This is an optimization exercise on Yosys and OpenROAD, whose aim is small area and few clock cycles per item, not a production implementation.
The RTL was checked by simulation tests, not by an equivalence proof against the original design.

PW:
## h2o_serial_accum
module h2o_serial_accum (
  input  logic               clk,
  input  logic               rst_n,
  input  logic signed [31:0] h_data,
  input  logic               h_valid,
  input  logic               h_last,
  output logic               h_ready,
  output logic signed [31:0] y_data,
  output logic               y_valid,
  input  logic               y_ready,
  output logic               frame_err
);
For scale: ~1,100 cells after synthesis, roughly 72 I/O pins.
==> flow/config.mk <==
export PLATFORM = sky130hd
export DESIGN_NAME = h2o_serial_accum
export DESIGN_NICKNAME = h2o_serial_accum
export VERILOG_FILES = /design/flow/design.v
export SDC_FILE = /design/flow/constraint.sdc
export NUM_CORES = 4
export LEC_CHECK = 0
export CAP_MARGIN = 20
export CELL_PAD_IN_SITES_DETAIL_PLACEMENT = 1
export CELL_PAD_IN_SITES_GLOBAL_PLACEMENT = 1
export CORE_MARGIN = 2
export CORE_UTILIZATION = 40
export PLACE_DENSITY = 0.4
export SLEW_MARGIN = 20
export SYNTH_HIERARCHICAL = 1
export SYNTH_MINIMUM_KEEP_SIZE = 0
==> flow/constraint.sdc <==
create_clock -name core_clock -period 8.0 [get_ports {clk}]
set_input_delay 1.6000 -clock core_clock [delete_from_list [all_inputs] [get_ports {clk}]]
set_output_delay 1.6000 -clock core_clock [all_outputs]
set_load 0.01 [all_outputs]
standard.sh (not shown) runs the stock make flow with config.mk's settings and CLKGATE_MAP_FILE= SYNTH_SCRIPT=/design/flow/synth_recipe.tcl, a recipe that flattens the netlist after the stock synthesis.
==> flow/flow/run.sh <==
#!/bin/bash
# The standard layout with buf_2 on each input port and buf_1 on each
# output port (flow/ports.tcl).
set -euo pipefail
export PRE_GLOBAL_PLACE_TCL="$PWD/flow/ports.tcl"
bash standard.sh > standard.log 2>&1
==> flow/flow/ports.tcl <==
# Sourced before global placement (PRE_GLOBAL_PLACE_TCL). Every port still
# gets one buffer; inputs, which fan out widely, get buf_2 and outputs buf_1.
rename buffer_ports my_orig_buffer_ports
proc buffer_ports { args } {
  my_orig_buffer_ports -inputs -buffer_cell sky130_fd_sc_hd__buf_2
  my_orig_buffer_ports -outputs -buffer_cell sky130_fd_sc_hd__buf_1
}
Testbench counts of PW, summed over its fixed seeds: cycles 10,248, frames 512.
Inputs modified between PW and AL:
Settings: CELL_PAD_IN_SITES_GLOBAL_PLACEMENT no longer set, was 1; PLACE_DENSITY no longer set, was 0.4; CELL_PAD_IN_SITES_DETAIL_PLACEMENT no longer set, was 1.
==> flow/flow/run.sh <==
#!/bin/bash
# The standard layout, with the smallest buffer on each port.
set -euo pipefail
export BUFFER_PORTS_ARGS="-buffer_cell sky130_fd_sc_hd__buf_1"
bash standard.sh > standard.log 2>&1
removed: flow/flow/ports.tcl
Notes after the runs:
Sort AL and PW by arrival time of the worst setup path desc -> top: AL
Going from PW to AL, the worst setup slack before clock tree synthesis was found to have gone up by 9.1 ps.
[diff] cell area, AL relative to PW: regression
Number of global-route vias before repair was higher in PW than in AL.
First-pass GRT wire length delta (AL − PW): favourable

---

## onyx
Another version of the RTL of h2o_serial_accum (not shown whole).
Size: roughly 1300 cells after synthesis, roughly 41 flip-flops, about 72 I/O pins.
Settings: LEC_CHECK=0, CAP_MARGIN=20, CORE_MARGIN=2, CORE_UTILIZATION=40, GPL_TIMING_DRIVEN=0, SLEW_MARGIN=20, SYNTH_HIERARCHICAL=1, SYNTH_MINIMUM_KEEP_SIZE=0; clock period 8.0 ns.
==> flow/flow/run.sh <==
#!/bin/bash
# The standard layout, with the smallest buffer on each port and the
# synthesis buffers removed at floorplan (placement repair re-buffers).
set -euo pipefail
export BUFFER_PORTS_ARGS="-buffer_cell sky130_fd_sc_hd__buf_1"
export REMOVE_ABC_BUFFERS=1
bash standard.sh > standard.log 2>&1
Testbench counts of onyx, summed over its fixed seeds: cycles 10,248, frames 512.
Input changes introduced in juniper (baseline for comparison: onyx):
Settings: a deleted GPL_TIMING_DRIVEN that had been 0.
==> flow/flow/run.sh <==
#!/bin/bash
# The standard layout, with the smallest buffer on each port.
set -euo pipefail
export BUFFER_PORTS_ARGS="-buffer_cell sky130_fd_sc_hd__buf_1"
bash standard.sh > standard.log 2>&1
## What came out
The maximum fanout along the worst path of juniper is lower than that of onyx.
Between juniper and onyx, the final wirelength figures differ only marginally.
juniper: number of clock buffers in the layout 1 above onyx
There was hardly any difference in via count between onyx and juniper.
In the tables for onyx and juniper, met1 capacity usage during global routing reads higher with juniper.
Layout overhead on the synthesized area, onyx and juniper: higher on juniper

---

P:
h2o_serial_accum again, from the RTL that the note above started with.
make LEC_CHECK=0 CAP_MARGIN=20 CORE_MARGIN=2 CORE_UTILIZATION=40 SLEW_MARGIN=20 SYNTH_HIERARCHICAL=1 SYNTH_MINIMUM_KEEP_SIZE=0 finish   # period 8.0 ns
run.sh (not shown) runs the stock make flow with config.mk's settings and CLKGATE_MAP_FILE= SYNTH_SCRIPT=/design/flow/synth_recipe.tcl, a recipe that flattens the netlist after the stock synthesis.
Stock flow here: none of the scripts above is used.
Testbench counts of P, summed over its fixed seeds: cycles 10,248, frames 512.
> inputs changed (P -> Q)
==> flow/flow/run.sh (new file) <==
#!/bin/bash
# The standard layout, with the smallest buffer on each port and, after
# global routing, non-critical cells sized down as far as timing allows.
set -euo pipefail
export BUFFER_PORTS_ARGS="-buffer_cell sky130_fd_sc_hd__buf_1"
export RECOVER_POWER=100
bash standard.sh > standard.log 2>&1
==> flow/standard.sh (new file) <==
#!/bin/bash
# synth_recipe.tcl (not shown) runs the flow's synth.tcl, then flattens the netlist and writes it again
# the make line also repeats each setting of config.mk as NAME=value (left out here)
make -C /OpenROAD-flow-scripts/flow DESIGN_CONFIG=/design/flow/config.mk WORK_HOME=/design/flow/orfs CLKGATE_MAP_FILE= SYNTH_SCRIPT=/design/flow/synth_recipe.tcl "${@:-finish}"
removed: flow/run.sh
Notes after the runs:
- Although it ran to completion, Q produced a layout that fails the final checks because of capacitance limit, slew limit.
- In Q the post-placement worst setup slack turned out 0.30 ns higher than in P.
- On arrival time reported for the critical path endpoint: between P and Q, it ends up higher for Q.

==> static timing again, ports no longer ideal <==
The flow's constraints put no driver on any port. The routed layouts listed below were extracted and timed again, unchanged, in two steps. Step 1, drivers: a clkbuf_16 drives clk and a buf_2 each remaining input, both assumed. Step 2, shift: input delay + t, output delay - t, t = (earliest + latest rising clock arrival at the registers) / 2. This alone moves slack from input paths to output paths. Three values: no drivers, after step 1, after step 2; two values: the first two.
run	shift t [ns]	setup WS [ns]	worst setup path after step 2	worst data-port slew with drivers (ns)
PW	0.357	0.428 / 0.450 / 0.093	input to register	0.03
AL	0.351	0.353 / 0.377 / 0.026	input to register	0.05
onyx	0.374	0.208 / 0.232 / -0.142	input to register	0.05
juniper	0.376	0.298 / 0.323 / -0.053	input to register	0.08
P	0.366	0.356 / 0.380 / 0.013	input to register	0.04
Q	0.376	0.288 / 0.313 / -0.063	input to register	0.08
